What follows belongs to an exercise in optimizing a design on an open flow for small area, a short achievable clock period and few clock cycles per item; a production flow would make more cautious choices. Function was checked by simulation only, so behaviour that the tests miss may differ from the original. No activity file was given, so power comes from the tool's default toggle rates.

==> design/flow/design.v <==
`timescale 1ns/1ps
`default_nettype none
package fetch_pkg;
	localparam int DATA_WIDTH      = 16;
	localparam int N_CHANNELS      = 16;
	localparam int COMMIT_ID_WIDTH = 6;
	typedef logic signed [DATA_WIDTH - 1 : 0] data_t;
	typedef logic [3 : 0] chan_addr_t;
	typedef logic [COMMIT_ID_WIDTH - 1 : 0] commit_id_t;
	typedef logic [7 : 0] tag_t;
	localparam chan_addr_t SRC_REG0    = 4'd0;
	localparam chan_addr_t SRC_REG1    = 4'd1;
	localparam chan_addr_t SRC_QUARTER = 4'd3;
	localparam chan_addr_t SRC_HALF    = 4'd4;
	localparam data_t SCALE_QUARTER = data_t'({2'b01, {(DATA_WIDTH - 2){1'b0}}});
	localparam data_t SCALE_HALF    = data_t'({1'b1, {(DATA_WIDTH - 1){1'b0}}});
	typedef struct packed {
		logic       needed;
		logic       is_reg;
		chan_addr_t src;
	} operand_sel_t;
	typedef struct packed {
		tag_t         tag;
		chan_addr_t   dest;
		logic         writes_channel;
		data_t        register_0;
		data_t        register_1;
		operand_sel_t op_a;
		operand_sel_t op_b;
		operand_sel_t op_c;
	} instr_t;
	typedef struct packed {
		instr_t     instr;
		commit_id_t commit_id;
		data_t      arg_a;
		data_t      arg_b;
		data_t      arg_c;
	} stage_word_t;
	typedef struct packed {
		tag_t       tag;
		chan_addr_t dest;
		logic       writes_channel;
		commit_id_t commit_id;
		data_t      arg_a;
		data_t      arg_b;
		data_t      arg_c;
	} fetched_t;
	typedef struct packed {
		logic       valid;
		chan_addr_t addr;
		data_t      value;
	} chan_write_t;
	typedef enum logic {
		FETCH_IDLE,
		FETCH_BUSY
	} fetch_state_t;
endpackage
`default_nettype wire
`timescale 1ns/1ps
`default_nettype none
module operand_fetch_top
(
	input  wire          clk,
	input  wire          reset,
	input  wire          in_valid,
	output logic         in_ready,
	input  wire  [7:0]   in_tag,
	input  wire  [3:0]   in_dest,
	input  wire          in_writes_channel,
	input  wire  [15:0]  in_register_0,
	input  wire  [15:0]  in_register_1,
	input  wire  [5:0]   in_op_a,
	input  wire  [5:0]   in_op_b,
	input  wire  [5:0]   in_op_c,
	output logic         out_valid,
	input  wire          out_ready,
	output logic [7:0]   out_tag,
	output logic [3:0]   out_dest,
	output logic         out_writes_channel,
	output logic [5:0]   out_commit_id,
	output logic [15:0]  out_arg_a,
	output logic [15:0]  out_arg_b,
	output logic [15:0]  out_arg_c,
	input  wire          chan_write_valid,
	input  wire  [3:0]   chan_write_addr,
	input  wire  [15:0]  chan_write_value
);
	logic [15:0] chan [16];    
	logic [3:0]  wq   [3];     
	logic [2:0]  outs;         
	logic        occ;          
	logic [15:0] val  [3];
	logic [2:0]  wait_t [3];   
	logic        cwv;
	logic [5:0]  sel [3];
	logic [15:0] rd_t [3];
	logic [15:0] in_val [3];
	logic [2:0]  in_wait [3];
	logic [2:0]  in_fwd;
	logic        free;
	logic        take;
	logic        issue;
	logic        out_fire;
	logic [2:0]  outs_dn;      
	assign cwv = chan_write_valid;
	assign sel[0] = in_op_a;
	assign sel[1] = in_op_b;
	assign sel[2] = in_op_c;
	logic ready_now;
	logic ready_wb;
	logic ready_now_d;
	logic ready_wb_d;
	logic free_now;
	logic free_wb;
	logic in_ready_now;
	assign out_valid = ready_now | (cwv & ready_wb);
	assign out_fire  = out_valid & out_ready;
	assign out_arg_a = wait_t[0][0] ? chan_write_value : val[0];
	assign out_arg_b = wait_t[1][0] ? chan_write_value : val[1];
	assign out_arg_c = wait_t[2][0] ? chan_write_value : val[2];
	assign free_now     = ~occ | (out_ready & ready_now);
	assign free_wb      = ~occ | (out_ready & ready_wb);
	assign in_ready_now = free_now & ~(in_writes_channel & outs[2]);
	assign free         = free_now | (cwv & free_wb);
	assign in_ready     = in_ready_now | (cwv & free_wb);
	assign take     = in_valid & in_ready;
	assign issue    = take & in_writes_channel;
	always_comb begin
		for (int k = 0; k < 3; k++) begin
			logic [15:0] m [4];
			for (int j = 0; j < 4; j++)
				case (sel[k][1:0])
					2'd0: m[j] = chan[4*j];
					2'd1: m[j] = chan[4*j+1];
					2'd2: m[j] = chan[4*j+2];
					default: m[j] = chan[4*j+3];
				endcase
			case (sel[k][3:2])
				2'd0: rd_t[k] = m[0];
				2'd1: rd_t[k] = m[1];
				2'd2: rd_t[k] = m[2];
				default: rd_t[k] = m[3];
			endcase
		end
	end
	always_comb begin
		for (int k = 0; k < 3; k++) begin
			logic [3:0] src;
			logic [2:0] p;     
			src = sel[k][3:0];
			p   = 3'b000;
			for (int i = 0; i < 3; i++)
				if (outs[i] && wq[i] == src)
					p = 3'((2 << i) - 1);
			in_val[k]  = '0;
			in_wait[k] = '0;
			in_fwd[k]  = 1'b0;
			if (sel[k][5]) begin
				if (sel[k][4]) begin
					case (src)
						4'd0:    in_val[k] = in_register_0;
						4'd1:    in_val[k] = in_register_1;
						4'd3:    in_val[k] = 16'h4000;
						4'd4:    in_val[k] = 16'h8000;
						default: in_val[k] = '0;
					endcase
				end else begin
					in_val[k]  = rd_t[k];
					in_fwd[k]  = cwv & p[0] & ~p[1];
					in_wait[k] = cwv ? (p >> 1) : p;
				end
			end
		end
	end
	always_ff @(posedge clk) begin
		if (reset)
			occ <= 1'b0;
		else if (take)
			occ <= 1'b1;
		else if (out_fire)
			occ <= 1'b0;
	end
	always_comb begin
		logic [2:0] w0;
		logic [2:0] w1;
		for (int k = 0; k < 3; k++) begin
			w0[k] = free ? in_wait[k][0] : (cwv ? wait_t[k][1] : wait_t[k][0]);
			w1[k] = free ? in_wait[k][1] : (cwv ? wait_t[k][2] : wait_t[k][1]);
		end
		ready_now_d = ~(|w0);
		ready_wb_d  = ~(|w1);
	end
	always_ff @(posedge clk) begin
		if (reset) begin
			ready_now <= 1'b0;
			ready_wb  <= 1'b0;
		end else if (take) begin
			ready_now <= ready_now_d;
			ready_wb  <= ready_wb_d;
		end else if (out_fire) begin
			ready_now <= 1'b0;
			ready_wb  <= 1'b0;
		end else begin
			ready_now <= ready_now_d & occ;
			ready_wb  <= ready_wb_d & occ;
		end
	end
	always_ff @(posedge clk) begin
		if (free) begin
			out_tag            <= in_tag;
			out_dest           <= in_dest;
			out_writes_channel <= in_writes_channel;
		end
	end
	always_ff @(posedge clk) begin
		for (int k = 0; k < 3; k++) begin
			if (free)
				wait_t[k] <= in_wait[k];
			else if (cwv)
				wait_t[k] <= wait_t[k] >> 1;
			if (free ? in_fwd[k] : (cwv & wait_t[k][0] & ~wait_t[k][1]))
				val[k] <= chan_write_value;
			else if (free)
				val[k] <= in_val[k];
		end
	end
	assign outs_dn = cwv ? (outs >> 1) : outs;
	always_ff @(posedge clk) begin
		if (reset) begin
			outs   <= '0;
		end else begin
			outs   <= issue ? {outs_dn[1:0], 1'b1} : outs_dn;
		end
	end
	always_ff @(posedge clk) begin
		if (reset)
			out_commit_id <= '0;
		else if (out_fire && out_writes_channel)
			out_commit_id <= out_commit_id + 6'd1;
	end
	always_ff @(posedge clk) begin
		for (int i = 0; i < 3; i++) begin
			if (issue && (i == 0 ? ~outs_dn[0] : (outs_dn[i - 1] & ~outs_dn[i])))
				wq[i] <= in_dest;
			else if (cwv && i < 2)
				wq[i] <= wq[i + 1];
		end
	end
	logic [15:0] wr_data;
	assign wr_data = chan_write_value & {16{~reset}};
	always_ff @(posedge clk) begin
		for (int c = 0; c < 16; c++)
			if (reset || (cwv && chan_write_addr == 4'(c)))
				chan[c] <= wr_data;
	end
endmodule
`default_nettype wire
==> design/flow/flow/run.sh <==
#!/bin/bash
# Standard layout with small port buffers and a lighter clock tree.
set -e
cat >> config.mk <<'EOM'
export BUFFER_PORTS_ARGS = -buffer_cell sky130_fd_sc_hd__buf_1
export CTS_ARGS = -sink_clustering_enable -repair_clock_nets -sink_clustering_size 24 -sink_clustering_max_diameter 80 -buf_list sky130_fd_sc_hd__clkbuf_16 -dont_use_dummy_load
EOM
bash standard.sh > standard.log 2>&1
==> design/flow/standard.sh <==
#!/bin/bash
# synth_recipe.tcl (not shown) runs the flow's synth.tcl, then flattens the netlist and writes it again
# the make line also repeats each setting of config.mk as NAME=value (left out here)
make -C /OpenROAD-flow-scripts/flow DESIGN_CONFIG=/design/flow/config.mk WORK_HOME=/design/flow/orfs CLKGATE_MAP_FILE= SYNTH_SCRIPT=/design/flow/synth_recipe.tcl "${@:-finish}"
==> design/flow/config.mk <==
export PLATFORM = sky130hd
export DESIGN_NAME = operand_fetch_top
export DESIGN_NICKNAME = operand_fetch_top
export VERILOG_FILES = /design/flow/design.v
export SDC_FILE = /design/flow/constraint.sdc
export NUM_CORES = 4
export LEC_CHECK = 0
export CAP_MARGIN = 20
export CORE_MARGIN = 2
export CORE_UTILIZATION = 55
export PLACE_DENSITY = 0.72
export SETUP_SLACK_MARGIN = 2.3
export SLEW_MARGIN = 20
export BUFFER_PORTS_ARGS = -buffer_cell sky130_fd_sc_hd__buf_1
export CTS_ARGS = -sink_clustering_enable -repair_clock_nets -sink_clustering_size 24 -sink_clustering_max_diameter 80 -buf_list sky130_fd_sc_hd__clkbuf_16 -dont_use_dummy_load
==> design/flow/constraint.sdc <==
create_clock -name core_clock -period 5.0 [get_ports {clk}]
set_input_delay 1.0000 -clock core_clock [delete_from_list [all_inputs] [get_ports {clk}]]
set_output_delay 1.0000 -clock core_clock [all_outputs]
set_load 0.01 [all_outputs]
==> run summary, run 1 <==
* CTS Hold Bufs at 0
* Multiplexer area fraction after synthesis at 0.284
* Layout cells sized above 1 at 0.299
* Max-slew violations at 0
* # DRC at 0
* Critical Path RT at 5.24 ns
* Root buf cell: clkbuf_16
* CP Capture Type: flip-flop
* Antenna Violating Nets Remaining at 0
* I/O pin count at about 160
* Die ar. at 37900 um2
* RSZ-0062 raised after global routing: yes
* DP HPWL at ~40000 um
* CTS clk-pin slew, worst paths at 0.09 ns
* Post-synth EDFFs at 338
* Distinct cells, synth at 61
* Xor-xnor portion of the synthesized cell area at 0.0162
* FF+latch count, synth at 350
* Vias in the first global route at between 10000 and 15000
* Clk Latency, worst-skew pair at ~0.53 ns
* Peak supply drop at between 0.15 and 0.2 mV
* Die Y at 195 um
* Placed instance area at approximately 21000 um2
* Post-Route Setup TNS at 0 ns
* Critical Path Start: in_op_b[1]
* Least-Margin Pin Slew at roughly 1.1 ns
* PD cells at 299 nW/um2
* Hold slack at slightly below 0.5 ns
* CP peak stage delay at 0.53 ns
* Async set-reset flop share out of synthesis at 0
* H-tree Lvls at 1
* CP top delay family: compound AO/OA/AOI/OAI gates
* Diode count at 0
* Post-synthesis adder-cell area fraction at 0.000625
* Post-synthesis sequential area ratio at 0.519
* Yosys warning total at 12
* Simple-gate area share of the yosys netlist at 0.0603
* Routed len/inst at roughly 31 um
* Total grt overflow at 0
* Hold Path Class: reg -> reg
* Post-layout min period at between 2 and 3 ns
* Initial antenna violation count at 3
* Critical-path cell list: clkbuf_8, buf_12, mux4_2, a22o_1, a211oi_1, o31ai_1
* Total number of vias at 13732
* Synth top area share at 0.507
* Number of max-cap violations at 0
* Die W at about 190 um
* Area leader, netlist: edfxtp_1
* Num rows at just under 70
* Area delta synth->final at 10.4%
* Status: complete, no violations
* Synth Area in Compound Gates at 0.0870
* Rel. slew slack at 0.248
* Vias/cell at around 7.2
* Final setup vio count at 0
* Post-synthesis net count at 1406
* Mean area per synthesized cell at around 15 um2
* First-pass GRT wire length at a little under 90000 um
* Fin area at about 22000 um2
* Crit Path Class: in -> reg
* Synth Flop Type: edfxtp_1
* Sum of buffers and inverters on the critical path at 2
* Port bufs at about 160
* TritonCTS buffer count at 18
* GP Congestion at 0.875
* Launch point of the worst reg-to-reg path: wq[1][1]
* Most common cell in the netlist: edfxtp_1
* DRT Pass-1 Iters at 6
* Static Leak at roughly 0.0073 uW
* CTS tree: built
* GRT Overall Usage at 0.309
* Largest net degree at the start of global routing at 57
* Largest family of logic cells by synthesized area: multiplexers
* Final Hold Vio Count at 0
* Post-Syn Area at 20000 um2
* Hold_sp: out_commit_id[5]
* Starting density of the core at 0.560
* Top cells by count, synth: 338 x edfxtp_1, 187 x mux4_2, 87 x nand2_1, 74 x mux2_2, 44 x nor2b_1
* Clock buffer depth at 3
* Synth Instances at about 1300
* Final #Nets at 1525
* Clock Sinks at 350
* Fmax at 0.354 GHz
* CP max-delay cell: a211oi_1
* Synth area leaders: edfxtp_1 51%, mux4_2 21%, mux2_2 4.2%, mux2i_1 1.7%, nand2_1 1.6%
* CP startpoint kind: primary input
* Layout Skew at 0.0307 ns
* Crit path max fanout at between 40 and 50
* Post-route clock period utilization at 0.565
* Final WL at approximately 59000 um
* Initial drt markers at 2180
* Core ar. at roughly 36000 um2
* Critical Path AT at 3.07 ns
[sequential cells by signal, summed over array words and instances, names as in the netlist]
| register | count |
|---|---|
| wq | 12 |
| out_commit_id | 6 |
| ready_now | 1 |
| out_writes_channel | 1 |
| occ | 1 |
| out_dest | 4 |
| out_tag | 8 |
| ready_wb | 1 |
| outs | 3 |
| val | 48 |
| wait_t | 9 |
| chan | 256 |
[path summary, 6_finish.rpt]
path / slack (ns) / cells after the start / end
max: 2.17 / 6 / val[1][15]
min: 0.49 / 2 / out_commit_id[5]
max reg2reg: 2.74 / 6 / val[2][0]
min reg2reg: 0.49 / 2 / out_commit_id[5]
[per-stage QoR]
stage / setup slack [ns] / util / power, uW / instances
after global placement: 1.27 / 0.589 / 5010 / 1855
after CTS: 2.30 / 0.613 / 6560 / 1889
after floorplan: 2.03 / - / 4590 / 1317
after detailed placement: 1.26 / 0.591 / 5040 / 1857
final: 2.17 / 0.618 / 6600 / 1895
after global routing: 2.20 / 0.618 / 6790 / 1895
[power by group]
| group | internal [uW] | switching (uW) | total, uW |
|---|---|---|---|
| clock network | 648 | 885 | 1530 |
| registers | 3530 | 169 | 3700 |
| logic | 624 | 747 | 1370 |
| total | 4800 | 1800 | 6600 |
[kinds of logic after synthesis]
family | after synthesis
simple gates | 240
buf+inv | 124
fa+ha+maj | 1
compound gates | 243
mux | 322
flops | 350
xor+xnor | 37
[layer usage]
layer  up-vias  track usage  wire [um]
li1       5662            -          -
met1      6853        0.447      22700
met2      1099        0.463      26200
met3       114       0.0994       8910
met4         4       0.0707       1280
met5         -            0         21
[layout make-up]
cell class | instances | area (um2)
fill | 2562 | 13600
sequential | 350 | 10400
multi-input combinational | 844 | 9300
timing repair buffer | 212 | 1330
tap | 461 | 577
clock buffer | 18 | 450
inverter | 10 | 50.0
[worst min-delay path, stage by stage (launching register included)]
cell and delay [ns]:
dfxtp_1 0.32, o21ai_0 0.07, a21oi_1 0.06
[layout by cell type (no fill, tap or decap), types with 23 or more instances in the layout]
cell type | netlist | final
edfxtp_1 | 338 | 338
mux4_2 | 187 | 187
buf_1 | 8 | 138
nand2_1 | 87 | 83
mux2_2 | 74 | 74
a21oi_1 | 41 | 41
nor2_1 | 41 | 39
buf_4 | 13 | 36
mux2i_1 | 34 | 34
o22ai_1 | 34 | 32
nor2b_1 | 44 | 30
mux2_1 | 27 | 27
xor2_1 | 24 | 24
clkbuf_16 | 0 | 23
[what timing repair did]
action,CTS,global route
gates resized for setup,44,18
hold endpoints to repair,0,0
endpoints found under the setup margin,134,32
cloned,2,1
buffers inserted,12,5
pin swaps,5,1
Testbench counts, summed over its fixed seeds: cycles 20,173, items 16,000.
==> inputs of run 2 (changes only) <==
--- a/design/flow/config.mk
+++ b/design/flow/config.mk
@@ -8,7 +8,7 @@
 export CAP_MARGIN = 20
 export CORE_MARGIN = 2
 export CORE_UTILIZATION = 55
-export PLACE_DENSITY = 0.72
+export GPL_TIMING_DRIVEN = 0
 export SETUP_SLACK_MARGIN = 2.3
 export SLEW_MARGIN = 20
 export BUFFER_PORTS_ARGS = -buffer_cell sky130_fd_sc_hd__buf_1
==> run summary, run 2 <==
* I/O pin count at 157 (unchanged)
* Distinct cells, synth at 61 (unchanged)
* Placed instance area at 21600 um2 (+2.5%)
* Starting density of the core at 0.560 (unchanged)
* Final #Nets at 1616 (+6.0%)
* GP Congestion at 0.960 (+9.7%)
* FF+latch count, synth at 350 (unchanged)
* Crit path max fanout at 5 (-88%)
* Critical Path Start: wait_t[1][0]
* Vias/cell at 7.17 (-1.0%)
* Most common cell in the netlist: edfxtp_1
* Initial drt markers at 1867 (-14%)
* Total grt overflow at 0 (unchanged)
* Crit Path Class: reg -> out
* Final WL at 69300 um (+17%)
* Post-Syn Area at 20000 um2 (unchanged)
* CP startpoint kind: flip-flop
* Rel. slew slack at 0.225 (-0.0235)
* Yosys warning total at 12 (unchanged)
* DRT Pass-1 Iters at 6 (unchanged)
* Synth Flop Type: edfxtp_1
* Power Total at 6980 uW (+5.7%)
* Number of max-cap violations at 0 (unchanged)
* Die W at 195 um (unchanged)
* Reg2Reg Depth at 6 (unchanged)
* Post-synth EDFFs at 338 (unchanged)
* Launch point of the worst reg-to-reg path: wq[0][3]
* Root buf cell: clkbuf_16
* Fin area at 23300 um2 (+5.2%)
* Most frequent cells in the layout: 338 x edfxtp_1, 187 x mux4_2, 125 x buf_1
* Final setup vio count at 0 (unchanged)
* Port bufs at 145 (-7.1%)
* Status: complete, no violations
* Clock Sinks at 350 (unchanged)
* Clock buffer depth at 3 (unchanged)
* TritonCTS buffer count at 22 (+4)
* Post-synthesis net count at 1406 (unchanged)
* Layout Skew at 0.0374 ns (+0.00667 ns)
* Max FFs per register at 256 (unchanged)
* Final Hold Vio Count at 0 (unchanged)
* Final cell count without fillers at 1987 (+4.9%)
* Die ar. at 37900 um2 (unchanged)
* CP Capture Type: output port
* Total number of vias at 14251 (+3.8%)
* Worst setup path endpoint: out_arg_b[5]
* Biggest regs: chan x256, val x48, wq x12
* Hold Path Class: reg -> reg
* Max-slew violations at 0 (unchanged)
* Synth Instances at 1317 (unchanged)
* Largest register by flop count: chan
* Fmax at 0.362 GHz (+2.4%)
* Fin util at 0.651 (+0.0323)
* Least-Margin Pin Slew at 1.16 ns (+0.0352 ns)
* Peak supply drop at 0.302 mV (+70%)
* FF-to-FF End: val[1][8]
* Post-synthesis sequential area ratio at 0.519 (unchanged)
* # placed instances at 1936 (+4.3%)
* Top cells by count, synth: 338 x edfxtp_1, 187 x mux4_2, 87 x nand2_1, 74 x mux2_2, 44 x nor2b_1
* R2R Setup Slk at 2.66 ns (-0.08 ns)
* Layout cells sized above 1 at 0.372 (+0.0733)
* PD cells at 300 nW/um2 (+0.47%)
* GRT Overall Usage at 0.365 (+0.0552)
* DP HPWL at 50700 um (+27%)
* Synth area leaders: edfxtp_1 51%, mux4_2 21%, mux2_2 4.2%, mux2i_1 1.7%, nand2_1 1.6%
* Initial antenna violation count at 3 (unchanged)
* RSZ-0062 raised after global routing: yes
* CTS clk-pin slew, worst paths at 0.09 ns (about the same)
* Async set-reset flop share out of synthesis at 0 (unchanged)
* H-tree Lvls at 1 (unchanged)
* Critical Path RT at 4.00 ns (-1.24 ns)
* CTS Hold Bufs at 0 (unchanged)
* Routed len/inst at 34.9 um (+12%)
* Vias in the first global route at 13705 (+2.5%)
* Die Y at 195 um (unchanged)
* CTS tree: built
* Largest net degree at the start of global routing at 25 (-56%)
* Antenna Violating Nets Remaining at 0 (unchanged)
* Core ar. at 35700 um2 (unchanged)
* Mean area per synthesized cell at 15.2 um2 (unchanged)
* Area delta synth->final at 16.1%
* # DRC at 0 (unchanged)
* Static Leak at 0.00785 uW (+7.7%)
* Synth top area share at 0.507 (unchanged)
* First-pass GRT wire length at 97500 um (+12%)
* Post-route clock period utilization at 0.552 (-0.0133)
* Area leader, netlist: edfxtp_1
* Post-layout min period at 2.76 ns (-0.0666 ns)
* Post-Route Setup TNS at 0 ns (unchanged)
* Critical Path AT at 1.76 ns (-1.31 ns)
* Num rows at 69 (unchanged)
* Most common cell after layout, fill and taps aside: edfxtp_1
* Clk Latency, worst-skew pair at 0.56 ns (+0.03 ns)
## run 2: cell count changes in the layout (fill, tap and decap cells not counted), sizes merged
cell	change
clkdlybuf4s15	-1
inv	-1
buf	+43
diode	+1
a2bb2o	-1
clkinvlp	+1
clkbuf	+50
## run 2: worst min path at each step
| stage | from | to | cells past startpoint |
|---|---|---|---|
| CTS | out_commit_id[5] | out_commit_id[5] | 2 |
| detailed placement | out_commit_id[5] | out_commit_id[5] | 2 |
| global placement | out_commit_id[5] | out_commit_id[5] | 2 |
| finish | out_commit_id[5] | out_commit_id[5] | 2 |
| global route | out_commit_id[5] | out_commit_id[5] | 2 |
| floorplan | out_commit_id[5] | out_commit_id[5] | 2 |
## run 2: per-layer routing
metal | track usage | wire length, um | vias to the layer above | part of all wire
li1 | - | - | 5844 | -
met1 | 0.503 | 26100 | 7201 | 0.38
met2 | 0.555 | 31200 | 1067 | 0.45
met3 | 0.127 | 9980 | 139 | 0.14
met4 | 0.102 | 2110 | 0 | 0.030
met5 | 0 | 0 | - | 0
## run 2: stage by stage
step | hold WS, ns | worst slack (ns)
3_3_place_gp | 0.474 | 0.345
2_1_floorplan | 0.502 | 2.03
6_report | 0.501 | 2.24
5_1_grt | 0.568 | 2.19
3_5_place_dp | 0.495 | 0.931
4_1_cts | 0.507 | 2.23
## run 2: cell families (layout without fill, tap and decap cells)
logic type	count (synthesis)	count (layout)	synth area share
muxes	322	322	0.284
and+or+nand+nor	240	240	0.0603
adders and majority gates	1	1	0.000625
xor gates and xnor gates	37	37	0.0162
buffers and inverters	124	332	0.0329
DFF	350	350	0.519
AOI/OAI and AO/OA	243	243	0.0870
other	0	1	0
## run 2: final cells by class
cell class	instances	area [um2]
Buffer	114	880
Tap cell	461	577
Multi-Input combinational cell	843	9710
Fill cell	2618	12500
Inverter	10	43.8
Antenna cell	1	2.50
Clock buffer	22	551
Sequential cell	350	10400
Timing Repair Buffer	186	1100
## run 2: report_power, final
part | total, uW | internal, uW | switching [uW]
logic | 1560 | 696 | 861
clock network | 1730 | 782 | 952
registers | 3690 | 3530 | 160
## run 2: critical path: stages, from the launching register on
cell      delay, ns
edfxtp_1       0.41
buf_8          0.16
buf_12         0.12
buf_8          0.12
mux2_2         0.27
buf_6          0.12
## run 2: repair_timing
action                                  in CTS  in global routing
gates resized for setup                    116                 94
endpoints found under the setup margin     305                 90
buffers inserted                            18                  6
cloned                                       1                  2
pin swaps                                    5                  2
==> inputs of run 3 (changes only) <==
--- a/design/flow/config.mk
+++ b/design/flow/config.mk
@@ -8,8 +8,7 @@
 export CAP_MARGIN = 20
 export CORE_MARGIN = 2
 export CORE_UTILIZATION = 55
-export GPL_TIMING_DRIVEN = 0
-export SETUP_SLACK_MARGIN = 2.3
+export SETUP_SLACK_MARGIN = 2.4
 export SLEW_MARGIN = 20
 export BUFFER_PORTS_ARGS = -buffer_cell sky130_fd_sc_hd__buf_1
 export CTS_ARGS = -sink_clustering_enable -repair_clock_nets -sink_clustering_size 24 -sink_clustering_max_diameter 80 -buf_list sky130_fd_sc_hd__clkbuf_16 -dont_use_dummy_load
==> run summary, run 3 <==
* CTS tree: built
* Area leader, netlist: edfxtp_1
* Core ar. at 35700 um2 (unchanged)
* Vias/cell at 7.13 (-0.60%)
* Distinct cells, synth at 61 (unchanged)
* GP Congestion at 0.938 (-2.3%)
* Die Y at 195 um (unchanged)
* Async set-reset flop share out of synthesis at 0 (unchanged)
* Post-synth EDFFs at 338 (unchanged)
* Synth top area share at 0.507 (unchanged)
* Final Hold Vio Count at 0 (unchanged)
* Post-Syn Area at 20000 um2 (unchanged)
* Vias in the first global route at 13162 (-4.0%)
* Synth Instances at 1317 (unchanged)
* Routed len/inst at 33.9 um (-2.9%)
* Rel. slew slack at 0.238 (+0.0135)
* TritonCTS buffer count at 21 (-4.5%)
* Clk Latency, worst-skew pair at 0.56 ns (about the same)
* # DRC at 0 (unchanged)
* Critical-path cell list: buf_12, mux2_2, buf_1
* PD cells at 303 nW/um2 (+1.1%)
* Layout cells sized above 1 at 0.328 (-0.0444)
* Largest register by flop count: chan
* Most common cell in the netlist: edfxtp_1
* Starting density of the core at 0.560 (unchanged)
* Mean area per synthesized cell at 15.2 um2 (unchanged)
* Most frequent cells in the layout: 338 x edfxtp_1, 187 x mux4_2, 125 x buf_1
* Die ar. at 37900 um2 (unchanged)
* Synth Flop Type: edfxtp_1
* Static Leak at 0.00745 uW (-5.1%)
* Critical Path RT at 4.00 ns (about the same)
* Die W at 195 um (unchanged)
* Clock Sinks at 350 (unchanged)
* CP Capture Type: output port
* Clock buffer depth at 3 (unchanged)
* Antenna Violating Nets Remaining at 0 (unchanged)
* RSZ-0062 raised after global routing: yes
* Hold Path Class: reg -> reg
* Crit path max fanout at 16 (+11)
* CP peak stage delay at 0.40 ns (about the same)
* Post-layout min period at 2.63 ns (-0.131 ns)
* Yosys warning total at 12 (unchanged)
* Post-synthesis net count at 1406 (unchanged)
* First-pass GRT wire length at 92200 um (-5.4%)
* Post-Route Setup TNS at 0 ns (unchanged)
* GRT Overall Usage at 0.343 (-0.0213)
* Root buf cell: clkbuf_16
* DRT Pass-1 Iters at 5 (-1)
* Max-slew violations at 0 (unchanged)
* CP max-delay cell: edfxtp_1
* Layout Skew at 0.0415 ns (+0.00405 ns)
* Final WL at 64700 um (-6.7%)
* Peak supply drop at 0.284 mV (-6.1%)
* FF+latch count, synth at 350 (unchanged)
* Fmax at 0.380 GHz (+5.0%)
* CTS clk-pin slew, worst paths at 0.10 ns (about the same)
* Status: complete, no violations
* Initial antenna violation count at 5 (+2)
* Critical Path AT at 1.63 ns (-0.13 ns)
* Total number of vias at 13617 (-4.4%)
* CTS Hold Bufs at 0 (unchanged)
* Most common cell after layout, fill and taps aside: edfxtp_1
* H-tree Lvls at 1 (unchanged)
* Crit Path Class: reg -> out
* Final setup vio count at 0 (unchanged)
* Top cells by count, synth: 338 x edfxtp_1, 187 x mux4_2, 87 x nand2_1, 74 x mux2_2, 44 x nor2b_1
* Fin area at 22500 um2 (-3.4%)
* Biggest regs: chan x256, val x48, wq x12
* Area delta synth->final at 12.1%
* Num rows at 69 (unchanged)
* I/O pin count at 157 (unchanged)
* Largest net degree at the start of global routing at 44 (+76%)
* Total grt overflow at 0 (unchanged)
* Number of max-cap violations at 0 (unchanged)
* Max FFs per register at 256 (unchanged)
* Post-route clock period utilization at 0.526 (-0.0262)
* Post-synthesis sequential area ratio at 0.519 (unchanged)
* Final #Nets at 1539 (-4.8%)
* DP HPWL at 43300 um (-15%)
* Synth area leaders: edfxtp_1 51%, mux4_2 21%, mux2_2 4.2%, mux2i_1 1.7%, nand2_1 1.6%
* Port bufs at 156 (+7.6%)
* CP startpoint kind: flip-flop
* Placed instance area at 21300 um2 (-1.8%)
* Least-Margin Pin Slew at 1.14 ns (-0.0206 ns)
* Initial drt markers at 1835 (-1.7%)
[run 3: changes by cell type in the layout (fill, tap and decap cells not counted), sizes merged]
cell      change
clkbuf       -48
buf          -32
a2bb2o        +2
bufbuf        +1
clkinvlp      -1
inv           +1
[run 3: power by group]
group          internal [uW]  total [uW]  leakage [uW]  switching, uW
Combinational            646        1420       0.00373            777
Sequential              3530        3700       0.00346            171
Clock                    748        1690      0.000259            944
Total                   4920        6810       0.00745           1890
[run 3: cell type report]
cell class              instances  area, um2
inverters                      10       50.0
fillers                      2709      13300
well taps                     461        577
clock buffers                  21        526
diodes                          1       2.50
repair buffers                222       1410
multi-input cells             845       9500
flip-flops and latches        350      10400
[run 3: final timing paths]
check / depth (start not counted) / slack (ns) / from / end
hold reg to reg: 2 / 0.51 / out_commit_id[5] / out_commit_id[5]
hold / removal: 2 / 0.51 / out_commit_id[5] / out_commit_id[5]
setup reg to reg: 5 / 2.60 / wq[1][1] / val[2][7]
setup / recovery: 3 / 2.37 / wait_t[2][0] / out_arg_c[1]
[run 3: critical path: cells and delay by family, from the launching register on]
kind | cells | cell delay [ns]
buffers and inverters | 2 | 0.30
flip-flops | 1 | 0.40
multiplexers | 1 | 0.35
[run 3: stage by stage]
stage | total power, uW | utilization | instances | hold WS [ns] | worst slack, ns
floorplan | 4620 | - | 1317 | 0.502 | 2.32
global placement | 5070 | 0.594 | 1868 | 0.470 | 1.23
detailed placement | 5080 | 0.595 | 1869 | 0.474 | 1.23
CTS | 6780 | 0.623 | 1902 | 0.488 | 2.27
global route | 7030 | 0.628 | 1910 | 0.547 | 2.33
finish | 6810 | 0.628 | 1910 | 0.508 | 2.37
[run 3: logic make-up after synthesis]
| logic type | Yosys count | share of synthesized area |
|---|---|---|
| compound gates | 243 | 0.0870 |
| simple gates | 240 | 0.0603 |
| buf+inv | 124 | 0.0329 |
| xor+xnor | 37 | 0.0162 |
| flops | 350 | 0.519 |
| fa+ha+maj | 1 | 0.000625 |
| mux | 322 | 0.284 |
[run 3: what timing repair did]
| action | 4_1_cts | 5_1_grt |
|---|---|---|
| gates resized for setup | 73 | 37 |
| endpoints found under the setup margin | 105 | 135 |
| pin swaps | 3 | 10 |
| setup buffers | 8 | 7 |
| gates cloned | 4 | 0 |
[run 3: metal layers]
layer / vias to the layer above / part of all wire / global-route usage
met4: 4 / 0.022 / 0.0687
li1: 5693 / - / -
met5: - / 0.00037 / 0
met3: 113 / 0.14 / 0.113
met1: 6920 / 0.40 / 0.492
met2: 887 / 0.44 / 0.520
==> inputs of run 4 (changes only) <==
--- a/design/flow/config.mk
+++ b/design/flow/config.mk
@@ -7,7 +7,7 @@
 export LEC_CHECK = 0
 export CAP_MARGIN = 20
 export CORE_MARGIN = 2
-export CORE_UTILIZATION = 55
+export CORE_UTILIZATION = 50
 export SETUP_SLACK_MARGIN = 2.4
 export SLEW_MARGIN = 20
 export BUFFER_PORTS_ARGS = -buffer_cell sky130_fd_sc_hd__buf_1
==> run summary, run 4 <==
* Synth top area share at 0.507 (unchanged)
* Peak supply drop at 0.204 mV (-28%)
* Area delta synth->final at 13.4%
* CP Capture Type: output port
* FF+latch count, synth at 350 (unchanged)
* Post-Syn Area at 20000 um2 (unchanged)
* Final Hold Vio Count at 0 (unchanged)
* Die W at 204 um (+4.8%)
* Post-synthesis net count at 1406 (unchanged)
* CTS clk-pin slew, worst paths at 0.09 ns (about the same)
* GRT Overall Usage at 0.310 (-0.0332)
* Internal Power at 4960 uW (+0.81%)
* # DRC at 0 (unchanged)
* Core ar. at 39600 um2 (+11%)
* Gate power share at 0.211 (+0.002)
* Post-synth EDFFs at 338 (unchanged)
* H-tree Lvls at 1 (unchanged)
* FF-to-FF End: val[2][1]
* Critical Path AT at 1.63 ns (about the same)
* GP Congestion at 0.843 (-10%)
* Root buf cell: clkbuf_16
* R2R Setup Slk at 2.73 ns (+0.13 ns)
* Mean area per synthesized cell at 15.2 um2 (unchanged)
* Die Y at 204 um (+4.8%)
* Switch Pwr at 1900 uW (+0.21%)
* FILL cells at 3074 (+13%)
* Starting density of the core at 0.505 (-0.0551)
* Layout cells sized above 1 at 0.334 (+0.00622)
* CTS tree: built
* Total number of vias at 13737 (+0.88%)
* PD cells at 302 nW/um2 (-0.46%)
* Most common cell in the netlist: edfxtp_1
* Routed len/inst at 33.0 um (-2.6%)
* Worst hold path depth at 2 (unchanged)
* Max FFs per register at 256 (unchanged)
* Post-synthesis sequential area ratio at 0.519 (unchanged)
* Launch point of the worst reg-to-reg path: wq[0][1]
* Total grt overflow at 0 (unchanged)
* Layout Skew at 0.0328 ns (-0.00865 ns)
* Post-route clock period utilization at 0.525 (-0.000526)
* Initial antenna violation count at 0 (-5)
* Least-Margin Pin Slew at 1.23 ns (+0.0928 ns)
* Final #Nets at 1539 (unchanged)
* Clock buffer depth at 3 (unchanged)
* Met3 usage at 0.0700 (-0.0435)
* Met1 Use GR at 0.463 (-0.0289)
* Rel. slew slack at 0.177 (-0.0617)
* Initial drt markers at 1672 (-8.9%)
* Clock Power Share at 0.251 (+0.003)
* # placed instances at 1925 (+3.0%)
* TritonCTS buffer count at 22 (+4.8%)
* Clock Sinks at 350 (unchanged)
* Hold_sp: out_commit_id[5]
* Post-Route Setup TNS at 0 ns (unchanged)
* Sw Share at 0.276 (-0.00120)
* RSZ-0062 raised after global routing: yes
* Placed instance area at 21300 um2 (about the same)
* DP HPWL at 41700 um (-3.6%)
* DRT Pass-1 Iters at 5 (unchanged)
* Fin area at 22700 um2 (+1.1%)
* Fin util at 0.573 (-0.0555)
* Synth area leaders: edfxtp_1 51%, mux4_2 21%, mux2_2 4.2%, mux2i_1 1.7%, nand2_1 1.6%
* Most common cell after layout, fill and taps aside: edfxtp_1
* Port bufs at 156 (unchanged)
* Num rows at 73 (+5.8%)
* Async set-reset flop share out of synthesis at 0 (unchanged)
* Largest net degree at the start of global routing at 49 (+11%)
* Static Leak at 0.00748 uW (+0.47%)
* Antenna Violating Nets Remaining at 0 (unchanged)
* CP startpoint kind: flip-flop
* Hold Path Class: reg -> reg
* Crit path max fanout at 16 (unchanged)
* Seq pwr share at 0.538 (-0.005)
* Status: complete, no violations
* Final WL at 65200 um (+0.69%)
* Hold Path Sink: out_commit_id[5]
* Critical Path RT at 4.00 ns (about the same)
* Area leader, netlist: edfxtp_1
* Top cells by count, synth: 338 x edfxtp_1, 187 x mux4_2, 87 x nand2_1, 74 x mux2_2, 44 x nor2b_1
* Routing usage on met2 at 0.463 (-0.0578)
* Yosys warning total at 12 (unchanged)
* Crit Path Class: reg -> out
* Fmax at 0.381 GHz (+0.10%)
* Largest register by flop count: chan
* Post-layout min period at 2.63 ns (-0.00263 ns)
* Distinct cells, synth at 61 (unchanged)
* Max-slew violations at 0 (unchanged)
* Most frequent cells in the layout: 338 x edfxtp_1, 187 x mux4_2, 127 x buf_1
* GRT Max-Usage Layer: met1
* Final setup vio count at 0 (unchanged)
* Synth Instances at 1317 (unchanged)
* CTS Hold Bufs at 0 (unchanged)
* Synth Flop Type: edfxtp_1
* First-pass GRT wire length at 92200 um (unchanged)
* Number of max-cap violations at 0 (unchanged)
* Vias/cell at 6.96 (-2.4%)
* Final cell count without fillers at 1974 (+3.4%)
* I/O pin count at 157 (unchanged)
* Die ar. at 41700 um2 (+9.8%)
* Biggest regs: chan x256, val x48, wq x12
* Vias in the first global route at 13069 (-0.71%)
* Reg2Reg Depth at 6 (+1)
* Clk Latency, worst-skew pair at 0.56 ns (about the same)
## run 4: worst max path at each step
| stage | startpoint | slack (ns) | to |
|---|---|---|---|
| after floorplan | in_op_a[2] | 2.32 | val[0][10] |
| after global placement | in_op_a[0] | 1.04 | val[0][0] |
| after detailed placement | chan_write_valid | 1.05 | val[1][8] |
| after CTS | chan_write_valid | 2.27 | val[0][4] |
| after global routing | wait_t[0][0] | 2.30 | out_arg_a[3] |
| final | wait_t[0][0] | 2.37 | out_arg_a[3] |
## run 4: layer usage
layer / up-vias / wire length (um)
met5: - / 0
li1: 5696 / -
met3: 89 / 7630
met2: 907 / 29200
met1: 7045 / 26700
met4: 0 / 1620
## run 4: area by class of cell
cell class,count,area (um2),area share
sequential,350,10400,0.458
timing repair buffer,219,1480,0.0654
antenna,1,2.50,0.000110
multi-input combinational,847,9570,0.421
inverter,10,52.6,0.00231
tap,525,657,0.0289
clock buffer,22,551,0.0242
## run 4: metrics by stage
step	hold slack, ns	worst slack (ns)	total power [uW]
after detailed placement	0.493	1.05	5080
after global placement	0.474	1.04	5060
after floorplan	0.502	2.32	4620
after CTS	0.507	2.27	6830
after global routing	0.546	2.30	7080
final	0.509	2.37	6860
## run 4: cell families after synthesis
logic type,count (synthesis),share of synthesized area
XOR/XNOR,37,0.0162
multiplexers,322,0.284
buffers and inverters,124,0.0329
AND/OR/NAND/NOR,240,0.0603
AO/OA/AOI/OAI,243,0.0870
flip-flops,350,0.519
adder cells (fa/ha/maj),1,0.000625
## run 4: worst max-delay path, stage by stage, from the launching register on
cell and delay, ns:
edfxtp_1 0.41, buf_12 0.17, mux2_2 0.35, buf_1 0.13
## run 4: timing repair
action,4_1_cts,5_1_grt
cloned,7,5
buffers inserted,8,6
pin swaps,4,2
resized for setup,66,38
setup endpoints to repair,130,129
## run 4: power groups by stage
stage          Clock, uW  Combinational, uW  Sequential [uW]
3_3_place_gp           0               1310             3750
6_report            1720               1450             3690
5_1_grt             1840               1520             3720
2_1_floorplan          0                927             3690
3_5_place_dp           0               1310             3760
4_1_cts             1750               1390             3680
==> inputs of run 5 (changes only) <==
--- a/design/flow/config.mk
+++ b/design/flow/config.mk
@@ -7,8 +7,8 @@
 export LEC_CHECK = 0
 export CAP_MARGIN = 20
 export CORE_MARGIN = 2
-export CORE_UTILIZATION = 50
-export SETUP_SLACK_MARGIN = 2.4
+export CORE_UTILIZATION = 65
+export SETUP_SLACK_MARGIN = 2.5
 export SLEW_MARGIN = 20
 export BUFFER_PORTS_ARGS = -buffer_cell sky130_fd_sc_hd__buf_1
 export CTS_ARGS = -sink_clustering_enable -repair_clock_nets -sink_clustering_size 24 -sink_clustering_max_diameter 80 -buf_list sky130_fd_sc_hd__clkbuf_16 -dont_use_dummy_load
==> run summary, run 5 <==
* Fmax at 0.357 GHz (-6.2%)
* Post-synth EDFFs at 338 (unchanged)
* Multi-input logic area at 9760 um2 (+2.0%)
* Layout cells sized above 1 at 0.375 (+0.0404)
* Post-synthesis net count at 1406 (unchanged)
* Post-synthesis sequential area ratio at 0.519 (unchanged)
* Die W at 180 um (-12%)
* FF+latch count, synth at 350 (unchanged)
* Num rows at 64 (-12%)
* Async set-reset flop share out of synthesis at 0 (unchanged)
* H-tree Lvls at 1 (unchanged)
* Post-Syn Area at 20000 um2 (unchanged)
* Mean area per synthesized cell at 15.2 um2 (unchanged)
* Max FFs per register at 256 (unchanged)
* Sequential cell area at 10400 um2 (unchanged)
* Routed len/inst at 33.8 um (+2.5%)
* CTS tree: built
* CTS clk-pin slew, worst paths at 0.10 ns (about the same)
* Vias in the first global route at 13258 (+1.4%)
* Crit path max fanout at 16 (unchanged)
* Synth Instances at 1317 (unchanged)
* Antenna Violating Nets Remaining at 0 (unchanged)
* Post-layout min period at 2.80 ns (+0.175 ns)
* Total number of vias at 14166 (+3.1%)
* GRT Overall Usage at 0.381 (+0.0714)
* Die ar. at 32200 um2 (-23%)
* Area leader, netlist: edfxtp_1
* Vias/cell at 7.57 (+8.7%)
* Hold_sp: out_commit_id[5]
* TritonCTS buffer count at 19 (-14%)
* GP Congestion at 0.919 (+8.9%)
* Reg2Reg Depth at 6 (unchanged)
* Clk Latency, worst-skew pair at 0.53 ns (-0.03 ns)
* Post-route clock period utilization at 0.560 (+0.0349)
* Most frequent cells in the layout: 338 x edfxtp_1, 187 x mux4_2, 121 x buf_1
* Status: complete, no violations
* Dpl ws at 1.25 ns (+0.206 ns)
* Clock Power Share at 0.232 (-0.019)
* CP startpoint kind: primary input
* Internal Power at 4910 uW (-1.1%)
* Peak supply drop at 0.345 mV (+69%)
* Port bufs at 156 (unchanged)
* Most common cell after layout, fill and taps aside: edfxtp_1
* Rel. slew slack at 0.206 (+0.0290)
* Core ar. at 30400 um2 (-23%)
* Hold Path Sink: out_commit_id[5]
* Seq pwr share at 0.545 (+0.007)
* Sw Share at 0.276 (about the same)
* Hold slack at 0.493 ns (-0.0163 ns)
* Largest net degree at the start of global routing at 46 (-6.1%)
* Critical Path RT at 4.99 ns (+0.99 ns)
* Yosys warning total at 12 (unchanged)
* Launch point of the worst reg-to-reg path: wq[1][0]
* PD cells at 294 nW/um2 (-2.7%)
* CP Capture Type: flip-flop
* Critical Path AT at 2.79 ns (+1.16 ns)
* I/O pin count at 157 (unchanged)
* Most common cell in the netlist: edfxtp_1
* Hold Path Class: reg -> reg
* Final Hold Vio Count at 0 (unchanged)
* Post-Route Setup TNS at 0 ns (unchanged)
* Least-Margin Pin Slew at 1.19 ns (-0.0434 ns)
* Final #Nets at 1567 (+1.8%)
* Clock Sinks at 350 (unchanged)
* Clock buffer depth at 3 (unchanged)
* DP HPWL at 40800 um (-2.2%)
* Fin area at 23100 um2 (+1.6%)
* Synth top area share at 0.507 (unchanged)
* Final setup vio count at 0 (unchanged)
* Initial antenna violation count at 0 (unchanged)
* Root buf cell: clkbuf_16
* Area delta synth->final at 15.2%
* Final worst slack at 2.20 ns (-0.175 ns)
* Max-slew violations at 0 (unchanged)
* Largest register by flop count: chan
* DRT Pass-1 Iters at 6 (+1)
* FILL cells at 1887 (-39%)
* RSZ-0062 raised after global routing: yes
* Static Leak at 0.00782 uW (+4.5%)
* # DRC at 0 (unchanged)
* CTS Hold Bufs at 0 (unchanged)
* Top cells by count, synth: 338 x edfxtp_1, 187 x mux4_2, 87 x nand2_1, 74 x mux2_2, 44 x nor2b_1
* FF-to-FF End: val[2][1]
* Layout Skew at 0.0311 ns (-0.00170 ns)
* First-pass GRT wire length at 89600 um (-2.8%)
* Synth Flop Type: edfxtp_1
* Diode count at 0 (-1)
* Critical-path cell list: buf_1, inv_1, nand2_1
* Synth area leaders: edfxtp_1 51%, mux4_2 21%, mux2_2 4.2%, mux2i_1 1.7%, nand2_1 1.6%
* Starting density of the core at 0.658 (+0.153)
* R2R Setup Slk at 2.75 ns (+0.02 ns)
* Switch Pwr at 1870 uW (-1.2%)
* Placed instance area at 21200 um2 (about the same)
* Die Y at 180 um (-12%)
* Initial drt markers at 2314 (+38%)
* CP peak stage delay at 0.89 ns (+0.48 ns)
* Number of max-cap violations at 0 (unchanged)
* CP max-delay cell: nand2_1
* Crit Path Class: in -> reg
* Total grt overflow at 0 (unchanged)
* Distinct cells, synth at 61 (unchanged)
* Worst hold path depth at 2 (unchanged)
* Biggest regs: chan x256, val x48, wq x12
* Final WL at 63300 um (-2.8%)
* Gate power share at 0.223 (+0.012)
-- run 5: layer usage --
layer | GRT usage | wire length, um | up-vias
li1 | - | - | 5734
met1 | 0.554 | 22900 | 7047
met2 | 0.563 | 28300 | 1237
met3 | 0.128 | 10300 | 148
met4 | 0.102 | 1830 | 0
met5 | 0 | 0 | -
-- run 5: how the worst max path moves through the flow --
| stage | end | slack, ns | startpoint |
|---|---|---|---|
| final | chan[3][15] | 2.20 | reset |
| after global routing | chan[3][15] | 2.19 | reset |
| after CTS | chan[0][14] | 2.27 | reset |
| after detailed placement | val[0][4] | 1.25 | chan_write_valid |
| after global placement | val[0][4] | 1.32 | chan_write_valid |
| after floorplan | val[0][10] | 2.29 | in_op_a[2] |
-- run 5: repair_timing --
action / 4_1_cts / 5_1_grt
setup endpoints to repair: 191 / 146
pin swaps: 7 / 8
buffers inserted: 20 / 22
gates cloned: 5 / 6
resized for setup: 94 / 66
-- run 5: cell type report --
type	instances	area share
clock buffers	19	0.0206
inverters	10	0.00239
multi-input cells	845	0.423
flip-flops and latches	350	0.450
well taps	396	0.0215
repair buffers	252	0.0823
-- run 5: through the flow --
step | util | total power, uW | std cells
5_1_grt | 0.758 | 6970 | 1872
3_5_place_dp | 0.698 | 5070 | 1799
6_report | 0.758 | 6780 | 1872
3_3_place_gp | 0.698 | 5040 | 1799
4_1_cts | 0.737 | 6670 | 1843
2_1_floorplan | - | 4630 | 1317
-- run 5: logic make-up after synthesis --
logic type | Yosys count | synth area share
buf+inv | 124 | 0.0329
fa+ha+maj | 1 | 0.000625
flops | 350 | 0.519
xor+xnor | 37 | 0.0162
simple gates | 240 | 0.0603
mux | 322 | 0.284
compound gates | 243 | 0.0870
-- run 5: critical path: cells and delay by family --
family	cells	cell delay, ns
buf+inv	2	0.88
simple gates	1	0.89
-- run 5: power by group through the flow --
stage	Combinational [uW]	Sequential (uW)	Clock [uW]
2_1_floorplan	943	3690	0
3_3_place_gp	1300	3740	0
3_5_place_dp	1310	3760	0
4_1_cts	1410	3680	1570
5_1_grt	1570	3720	1680
6_report	1510	3690	1570
==> inputs of run 6 (changes only) <==
--- a/design/flow/design.v
+++ b/design/flow/design.v
@@ -113,7 +113,7 @@
 	logic free_now;
 	logic free_wb;
 	logic in_ready_now;
-	assign out_valid = ready_now | (cwv & ready_wb);
+	assign out_valid = cwv ? ready_wb : ready_now;
 	assign out_fire  = out_valid & out_ready;
 	assign out_arg_a = wait_t[0][0] ? chan_write_value : val[0];
 	assign out_arg_b = wait_t[1][0] ? chan_write_value : val[1];
@@ -121,8 +121,8 @@
 	assign free_now     = ~occ | (out_ready & ready_now);
 	assign free_wb      = ~occ | (out_ready & ready_wb);
 	assign in_ready_now = free_now & ~(in_writes_channel & outs[2]);
-	assign free         = free_now | (cwv & free_wb);
-	assign in_ready     = in_ready_now | (cwv & free_wb);
+	assign free         = cwv ? free_wb : free_now;
+	assign in_ready     = cwv ? free_wb : in_ready_now;
 	assign take     = in_valid & in_ready;
 	assign issue    = take & in_writes_channel;
 	always_comb begin
--- a/design/flow/config.mk
+++ b/design/flow/config.mk
@@ -7,8 +7,9 @@
 export LEC_CHECK = 0
 export CAP_MARGIN = 20
 export CORE_MARGIN = 2
-export CORE_UTILIZATION = 65
+export CORE_UTILIZATION = 45
 export SETUP_SLACK_MARGIN = 2.5
 export SLEW_MARGIN = 20
+export TNS_END_PERCENT = 0
 export BUFFER_PORTS_ARGS = -buffer_cell sky130_fd_sc_hd__buf_1
 export CTS_ARGS = -sink_clustering_enable -repair_clock_nets -sink_clustering_size 24 -sink_clustering_max_diameter 80 -buf_list sky130_fd_sc_hd__clkbuf_16 -dont_use_dummy_load
==> run summary, run 6 <==
* Status: complete, no violations
* Mean area per synthesized cell at 14.1 um2 (-7.2%)
* DRT Pass-1 Iters at 10 (+4)
* Post-Route Setup TNS at 0 ns (unchanged)
* Distinct cells, synth at 55 (-9.8%)
* PD cells at 302 nW/um2 (+2.7%)
* Synth Area in Compound Gates at 0.0983 (+0.0113)
* Static Leak at 0.00775 uW (-0.93%)
* Die ar. at 46400 um2 (+44%)
* DP HPWL at 43700 um (+7.2%)
* Async set-reset flop share out of synthesis at 0 (unchanged)
* TritonCTS buffer count at 21 (+2)
* Power Total at 6710 uW (-1.0%)
* Least-Margin Pin Slew at 1.02 ns (-0.166 ns)
* Core ar. at 44200 um2 (+45%)
* Post-synth EDFFs at 338 (unchanged)
* Synth Flop Type: edfxtp_1
* FF-to-FF End: val[1][13]
* Biggest regs: chan x256, val x48, wq x12
* Area leader, netlist: edfxtp_1
* Layout cells sized above 1 at 0.255 (-0.120)
* Peak supply drop at 0.183 mV (-47%)
* Largest net degree at the start of global routing at 49 (+6.5%)
* Layout Skew at 0.0392 ns (+0.00806 ns)
* Final WL at 63800 um (+0.79%)
* Clock buffer depth at 3 (unchanged)
* Num rows at 77 (+20%)
* Vias/cell at 6.66 (-12%)
* FF+latch count, synth at 350 (unchanged)
* Antenna Violating Nets Remaining at 0 (unchanged)
* Post-synthesis adder-cell area fraction at 0.000622 (-0.00000326)
* Top cells by count, synth: 338 x edfxtp_1, 149 x mux4_2, 118 x nor2_1, 97 x a21oi_1, 95 x mux2_2
* H-tree Lvls at 1 (unchanged)
* Max FFs per register at 256 (unchanged)
* Diode count at 0 (unchanged)
* Multi-input logic area at 9110 um2 (-6.6%)
* CP Capture Type: flip-flop
* Crit Path Class: in -> reg
* Crit path max fanout at 48 (+32)
* Worst hold path depth at 2 (unchanged)
* Critical Path RT at 5.33 ns (+0.34 ns)
* Largest family of logic cells by synthesized area: multiplexers
* Reg2Reg Depth at 7 (+1)
* Total grt overflow at 0 (unchanged)
* Synth top area share at 0.504 (-0.00265)
* Max-slew violations at 0 (unchanged)
* Vias in the first global route at 13919 (+5.0%)
* Final Hold Vio Count at 0 (unchanged)
* Hold Path Class: reg -> reg
* Fmax at 0.354 GHz (-0.85%)
* Final #Nets at 1637 (+4.5%)
* # DRC at 0 (unchanged)
* RSZ-0062 raised after global routing: yes
* Routed len/inst at 29.9 um (-12%)
* Clk Latency, worst-skew pair at 0.57 ns (+0.04 ns)
* Largest register by flop count: chan
* Multiplexer area fraction after synthesis at 0.270 (-0.0137)
* Most common cell after layout, fill and taps aside: edfxtp_1
* Post-Syn Area at 20100 um2 (+0.52%)
* Post-synthesis net count at 1516 (+7.8%)
* Root buf cell: clkbuf_16
* Post-route clock period utilization at 0.565 (+0.00479)
* CTS Hold Bufs at 0 (unchanged)
* GP Congestion at 0.928 (+1.0%)
* Simple-gate area share of the yosys netlist at 0.0584 (-0.00193)
* Die Y at 216 um (+20%)
* Post-layout min period at 2.83 ns (+0.0240 ns)
* Initial antenna violation count at 0 (unchanged)
* Launch point of the worst reg-to-reg path: ready_now
* Starting density of the core at 0.455 (-0.203)
* Number of max-cap violations at 0 (unchanged)
* FILL cells at 3793 (+100%)
* Post-synthesis sequential area ratio at 0.516 (-0.00271)
* Initial drt markers at 2188 (-5.4%)
* Port bufs at 156 (unchanged)
* Synth area leaders: edfxtp_1 50%, mux4_2 17%, mux2_2 5.3%, mux2i_1 4.2%, a21oi_1 2.4%
* Final setup vio count at 0 (unchanged)
* Hold slack at 0.542 ns (+0.0486 ns)
* Die W at 216 um (+20%)
* CTS tree: built
* Synth Instances at 1427 (+8.4%)
* Worst setup path endpoint: val[2][1]
* CP startpoint kind: primary input
* Sequential cell area at 10400 um2 (unchanged)
* First-pass GRT wire length at 94500 um (+5.4%)
* Xor-xnor portion of the synthesized cell area at 0.0165 (+0.000351)
* Critical Path Start: in_op_c[1]
* Most common cell in the netlist: edfxtp_1
* Fin area at 22200 um2 (-3.6%)
* Yosys warning total at 12 (unchanged)
* Total number of vias at 14231 (+0.46%)
* Critical Path AT at 3.16 ns (+0.37 ns)
* Most frequent cells in the layout: 338 x edfxtp_1, 149 x mux4_2, 146 x buf_1
* CTS clk-pin slew, worst paths at 0.10 ns (about the same)
* Rel. slew slack at 0.316 (+0.111)
* R2R Setup Slk at 2.54 ns (-0.21 ns)
* GRT Overall Usage at 0.274 (-0.108)
* Placed instance area at 21400 um2 (+0.62%)
* Area delta synth->final at 10.5%
* I/O pin count at 157 (unchanged)
* Clock Sinks at 350 (unchanged)
==> run 6: worst min-delay path by stage <==
stage / start / end / slack [ns]
floorplan: outs[1] / outs[2] / 0.49
global route: outs[1] / outs[2] / 0.56
global placement: out_commit_id[5] / out_commit_id[5] / 0.50
finish: outs[1] / outs[2] / 0.54
detailed placement: outs[1] / outs[2] / 0.52
CTS: outs[1] / outs[2] / 0.53
==> run 6: kinds of logic (layout without fill, tap and decap cells) <==
family	count (synthesis)	count (layout)
adder cells (fa/ha/maj)	1	1
XOR/XNOR	38	38
multiplexers	340	340
buffers and inverters	167	286
flip-flops	350	350
AO/OA/AOI/OAI	284	284
AND/OR/NAND/NOR	247	247
==> run 6: through the flow <==
step / setup WS [ns] / util / cells
floorplan: 2.15 / - / 1427
global placement: 1.19 / 0.483 / 2106
detailed placement: 1.19 / 0.483 / 2106
CTS: 2.18 / 0.501 / 2138
global route: 2.18 / 0.503 / 2138
finish: 2.17 / 0.503 / 2138
==> run 6: routing by layer <==
metal	part of all wire	vias to the layer above	wire length (um)	GRT usage
li1	-	5989	-	-
met3	0.11	105	6930	0.0509
met2	0.45	940	28800	0.421
met1	0.42	7197	26700	0.402
met4	0.022	0	1420	0.0701
met5	0	-	0	0
==> run 6: critical path, stage by stage <==
cell and delay (ns):
buf_4 0.40, buf_12 0.38, mux4_2 0.36, a22oi_1 0.48, a21oi_1 0.20, mux2_2 0.29
==> run 6: report_power, final <==
part           internal, uW  switching (uW)  total (uW)
sequential             3520             147        3660
clock                   748             942        1690
combinational           589             766        1360
total                  4850            1860        6710
==> run 6: final cells by class <==
| class | instances | area share |
|---|---|---|
| Timing Repair Buffer | 226 | 0.0593 |
| Clock buffer | 21 | 0.0236 |
| Sequential cell | 350 | 0.467 |
| Inverter | 39 | 0.00675 |
| Multi-Input combinational cell | 910 | 0.410 |
| Tap cell | 592 | 0.0333 |
==> run 6: what timing repair did <==
action | 4_1_cts | 5_1_grt
endpoints found under the setup margin | 164 | 150
buffers inserted | 10 | 0
pin swaps | 1 | 1
resized for setup | 28 | 11
cloned | 1 | 0
Testbench counts of run 6, summed over its fixed seeds: cycles 20,173, items 16,000.
==> inputs of run 7 (changes only) <==
--- a/design/flow/design.v
+++ b/design/flow/design.v
@@ -108,21 +108,21 @@
 	assign sel[2] = in_op_c;
 	logic ready_now;
 	logic ready_wb;
+	logic ready_open;
+	logic empty_open;
 	logic ready_now_d;
 	logic ready_wb_d;
 	logic free_now;
 	logic free_wb;
-	logic in_ready_now;
 	assign out_valid = cwv ? ready_wb : ready_now;
 	assign out_fire  = out_valid & out_ready;
 	assign out_arg_a = wait_t[0][0] ? chan_write_value : val[0];
 	assign out_arg_b = wait_t[1][0] ? chan_write_value : val[1];
 	assign out_arg_c = wait_t[2][0] ? chan_write_value : val[2];
-	assign free_now     = ~occ | (out_ready & ready_now);
-	assign free_wb      = ~occ | (out_ready & ready_wb);
-	assign in_ready_now = free_now & ~(in_writes_channel & outs[2]);
-	assign free         = cwv ? free_wb : free_now;
-	assign in_ready     = cwv ? free_wb : in_ready_now;
+	assign free_now = ~occ | (out_ready & ready_now);
+	assign free_wb  = ~occ | (out_ready & ready_wb);
+	assign free     = cwv ? free_wb : free_now;
+	assign in_ready = cwv ? free_wb : (empty_open | (out_ready & ready_open));
 	assign take     = in_valid & in_ready;
 	assign issue    = take & in_writes_channel;
 	always_comb begin
@@ -190,19 +190,21 @@
 		ready_now_d = ~(|w0);
 		ready_wb_d  = ~(|w1);
 	end
+	logic occ_d;
+	logic full_d;
+	assign occ_d  = take | (occ & ~out_fire);
+	assign full_d = issue ? outs_dn[1] : outs_dn[2];
 	always_ff @(posedge clk) begin
 		if (reset) begin
-			ready_now <= 1'b0;
-			ready_wb  <= 1'b0;
-		end else if (take) begin
-			ready_now <= ready_now_d;
-			ready_wb  <= ready_wb_d;
-		end else if (out_fire) begin
-			ready_now <= 1'b0;
-			ready_wb  <= 1'b0;
+			ready_now  <= 1'b0;
+			ready_wb   <= 1'b0;
+			ready_open <= 1'b0;
+			empty_open <= 1'b1;
 		end else begin
-			ready_now <= ready_now_d & occ;
-			ready_wb  <= ready_wb_d & occ;
+			ready_now  <= occ_d & ready_now_d;
+			ready_wb   <= occ_d & ready_wb_d;
+			ready_open <= occ_d & ready_now_d & ~full_d;
+			empty_open <= ~occ_d & ~full_d;
 		end
 	end
 	always_ff @(posedge clk) begin
--- a/design/flow/config.mk
+++ b/design/flow/config.mk
@@ -8,8 +8,7 @@
 export CAP_MARGIN = 20
 export CORE_MARGIN = 2
 export CORE_UTILIZATION = 45
-export SETUP_SLACK_MARGIN = 2.5
+export SETUP_SLACK_MARGIN = 2.4
 export SLEW_MARGIN = 20
-export TNS_END_PERCENT = 0
 export BUFFER_PORTS_ARGS = -buffer_cell sky130_fd_sc_hd__buf_1
 export CTS_ARGS = -sink_clustering_enable -repair_clock_nets -sink_clustering_size 24 -sink_clustering_max_diameter 80 -buf_list sky130_fd_sc_hd__clkbuf_16 -dont_use_dummy_load
==> run summary, run 7 <==
* Status: complete, no violations
* Hold Path Class: reg -> reg
* Total number of vias at 14514 (+2.0%)
* DP HPWL at 42300 um (-3.3%)
* Rel. slew slack at 0.255 (-0.0614)
* Clock Power Share at 0.244 (-0.008)
* PD cells at 292 nW/um2 (-3.4%)
* Sum of buffers and inverters on the critical path at 3 (+1)
* Post-route clock period utilization at 0.593 (+0.0279)
* Sw Share at 0.282 (+0.00587)
* Yosys warning total at 12 (unchanged)
* Biggest regs: chan x256, val x48, wq x12
* CTS clk-pin slew, worst paths at 0.10 ns (about the same)
* Switch Pwr at 1940 uW (+4.5%)
* Vias in the first global route at 13784 (-0.97%)
* CP Capture Type: output port
* Initial antenna violation count at 1 (+1)
* Top cells by count, synth: 338 x edfxtp_1, 149 x mux4_2, 107 x o21ai_0, 87 x mux2i_1, 86 x nand2_1
* Fmax at 0.337 GHz (-4.7%)
* Clk Latency, worst-skew pair at 0.56 ns (about the same)
* Gate power share at 0.215 (+0.013)
* Max-slew violations at 0 (unchanged)
* Critical Path AT at 1.96 ns (-1.20 ns)
* CTS tree: built
* Routed len/inst at 30.4 um (+2.0%)
* Total grt overflow at 0 (unchanged)
* Antenna Violating Nets Remaining at 0 (unchanged)
* Synth Flop Type: edfxtp_1
* Post-Syn Area at 19900 um2 (-1.3%)
* Port bufs at 156 (unchanged)
* Post-synthesis sequential area ratio at 0.525 (+0.00868)
* CP startpoint kind: primary input
* Most common cell in the netlist: edfxtp_1
* Num rows at 76 (-1.3%)
* Vias/cell at 6.71 (+0.76%)
* TritonCTS buffer count at 20 (-4.8%)
* Post-layout min period at 2.96 ns (+0.140 ns)
* Die Y at 214 um (-0.63%)
* Most common cell after layout, fill and taps aside: edfxtp_1
* Critical-path cell list: buf_8, buf_6, mux2_4, a221o_1, buf_2
* Most frequent cells in the layout: 338 x edfxtp_1, 149 x mux4_2, 126 x buf_1
* FF+latch count, synth at 352 (+0.57%)
* GP Congestion at 0.866 (-6.7%)
* CP top delay family: buffers and inverters
* # DRC at 0 (unchanged)
* Synth area leaders: edfxtp_1 51%, mux4_2 17%, mux2i_1 4.4%, mux2_2 3.2%, o21ai_0 2.7%
* Post-synth EDFFs at 338 (unchanged)
* Hold slack at 0.536 ns (-0.00573 ns)
* Max FFs per register at 256 (unchanged)
* Final Hold Vio Count at 0 (unchanged)
* Die W at 214 um (-0.63%)
* First-pass GRT wire length at 94500 um (about the same)
* Crit path max fanout at 3 (-94%)
* CP peak stage delay at 0.31 ns (-0.17 ns)
* Initial drt markers at 1671 (-24%)
* Synth Instances at 1401 (-1.8%)
* Root buf cell: clkbuf_16
* GRT Overall Usage at 0.275 (+0.000921)
* # placed instances at 2082 (-1.1%)
* Clock buffer depth at 3 (unchanged)
* Area leader, netlist: edfxtp_1
* Largest register by flop count: chan
* Async set-reset flop share out of synthesis at 0 (unchanged)
* CP max-delay cell: a221o_1
* DRT Pass-1 Iters at 6 (-4)
* Number of max-cap violations at 0 (unchanged)
* Post-synthesis net count at 1490 (-1.7%)
* Mean area per synthesized cell at 14.2 um2 (+0.56%)
* Final WL at 65900 um (+3.2%)
* Final #Nets at 1669 (+2.0%)
* Seq pwr share at 0.541 (-0.005)
* Final setup vio count at 0 (unchanged)
* Clock Sinks at 352 (+0.57%)
* Layout Skew at 0.0404 ns (+0.00123 ns)
* Post-Route Setup TNS at 0 ns (unchanged)
* Crit Path Class: in -> out
* Die ar. at 45900 um2 (-1.3%)
* H-tree Lvls at 1 (unchanged)
* Layout cells sized above 1 at 0.334 (+0.0791)
* Core ar. at 43400 um2 (-1.9%)
* Critical Path RT at 4.00 ns (-1.33 ns)
* Area delta synth->final at 18.5%
* Final cell count without fillers at 2164 (+1.2%)
* Peak supply drop at 0.222 mV (+21%)
* RSZ-0062 raised after global routing: yes
* Starting density of the core at 0.458 (+0.00311)
* Largest net degree at the start of global routing at 42 (-14%)
* Distinct cells, synth at 56 (+1.8%)
* Least-Margin Pin Slew at 1.12 ns (+0.0923 ns)
* Synth top area share at 0.511 (+0.00651)
* Static Leak at 0.00785 uW (+1.2%)
* FILL cells at 3524 (-7.1%)
* I/O pin count at 157 (unchanged)
* CTS Hold Bufs at 0 (unchanged)
* Internal Power at 4930 uW (+1.5%)
==> run 7: cell count changes after synthesis, sizes merged, moves of 26 or more <==
cell,previous run,this run
a211o,26,0
a211oi,3,41
a21oi,97,53
a222oi,43,0
a22o,0,40
a22oi,43,3
inv,39,9
mux2,107,57
nand2,34,86
nor2,118,32
o21ai,24,110
o31ai,4,47
o32ai,1,46
==> run 7: cell families (layout without fill, tap and decap cells) <==
kind of cell,count (synthesis),after routing,synth area share
muxes,293,293,0.245
AOI/OAI and AO/OA,373,374,0.129
adders and majority gates,1,1,0.000630
other,0,1,0
buffers and inverters,133,309,0.0312
DFF,352,352,0.525
and+or+nand+nor,211,211,0.0528
xor gates and xnor gates,38,38,0.0167
==> run 7: area by class of cell <==
class | instances | area [um2] | area share
tap | 585 | 732 | 0.0311
clock buffer | 20 | 500 | 0.0213
multi-input combinational | 917 | 9750 | 0.414
sequential | 352 | 10400 | 0.443
timing repair buffer | 280 | 2090 | 0.0888
antenna | 1 | 2.50 | 0.000106
inverter | 9 | 41.3 | 0.00175
==> run 7: final timing paths <==
path / from / cells after the start / to / slack [ns]
max: chan_write_valid / 5 / in_ready / 2.04
min: out_commit_id[5] / 2 / out_commit_id[5] / 0.54
max reg2reg: wq[1][2] / 7 / val[2][1] / 2.64
min reg2reg: out_commit_id[5] / 2 / out_commit_id[5] / 0.54
==> run 7: power groups by stage <==
stage / combinational [uW] / sequential [uW] / clock, uW
floorplan: 872 / 3720 / 0
global placement: 1260 / 3780 / 0
detailed placement: 1270 / 3790 / 0
CTS: 1350 / 3710 / 1680
global route: 1550 / 3750 / 1780
finish: 1470 / 3720 / 1670
==> run 7: layer usage <==
metal  track usage  up-vias  share of wire
met2         0.429      953           0.46
li1              -     6103              -
met5             0        -              0
met3        0.0539      128           0.11
met4        0.0676        0          0.025
met1         0.397     7330           0.40
==> run 7: timing repair <==
item / 4_1_cts / 5_1_grt
gates resized for setup: 77 / 157
cloned: 2 / 7
pin swaps: 6 / 12
endpoints found under the setup margin: 160 / 102
setup buffers: 33 / 19
==> run 7: per-stage QoR <==
| step | worst slack, ns | instance area, um2 | power (uW) | util |
|---|---|---|---|---|
| floorplan | 2.09 | 20100 | 4590 | - |
| finish | 2.04 | 23500 | 6870 | 0.543 |
| detailed placement | 1.26 | 21300 | 5060 | 0.491 |
| global route | 2.02 | 23500 | 7070 | 0.543 |
| global placement | 1.23 | 21300 | 5040 | 0.491 |
| CTS | 2.01 | 22500 | 6750 | 0.518 |
==> run 7: tightest hold or removal path, delay by kind of cell (launching register included) <==
kind	cells	cell delay [ns]
xor+xnor	1	0.07
flops	1	0.35
simple gates	1	0.08
Testbench counts of run 7, summed over its fixed seeds: cycles 20,239, items 16,000.

[afterwards: timing with drivers on the ports]
How much do the figures lean on ideal ports? The routed layouts below were timed once more, with nothing changed but the port constraints.
Step 1, drivers: a clkbuf_16 drives clk and a buf_2 each remaining input, both assumed.
Step 2, shift: input delay + t, output delay - t, t = (earliest + latest rising clock arrival at the registers) / 2. This alone moves slack from input paths to output paths.
Slacks: no drivers / after step 1 / after step 2; pairs: no drivers / after step 1.
| run | t, ns | setup WS [ns] | hold slack, ns |
|---|---|---|---|
| run 1 | 0.571 | 2.173 / 2.193 / 1.622 | 0.495 / 0.495 / 0.495 |
| run 2 | 0.594 | 2.240 / 2.184 / 1.707 | 0.501 / 0.501 / 0.501 |
| run 3 | 0.597 | 2.371 / 2.316 / 1.825 | 0.508 / 0.508 / 0.508 |
| run 4 | 0.609 | 2.373 / 2.312 / 1.794 | 0.509 / 0.509 / 0.509 |
| run 5 | 0.569 | 2.199 / 2.230 / 1.661 | 0.493 / 0.493 / 0.493 |
| run 6 | 0.607 | 2.175 / 2.160 / 1.604 | 0.542 / 0.542 / 0.542 |
| run 7 | 0.597 | 2.035 / 1.985 / 1.704 | 0.536 / 0.536 / 0.536 |
After both steps setup and hold are still met in every run listed. For run 4, which loses most, drivers alone change the setup slack by -0.061 ns; drivers and shift together by -0.579 ns.
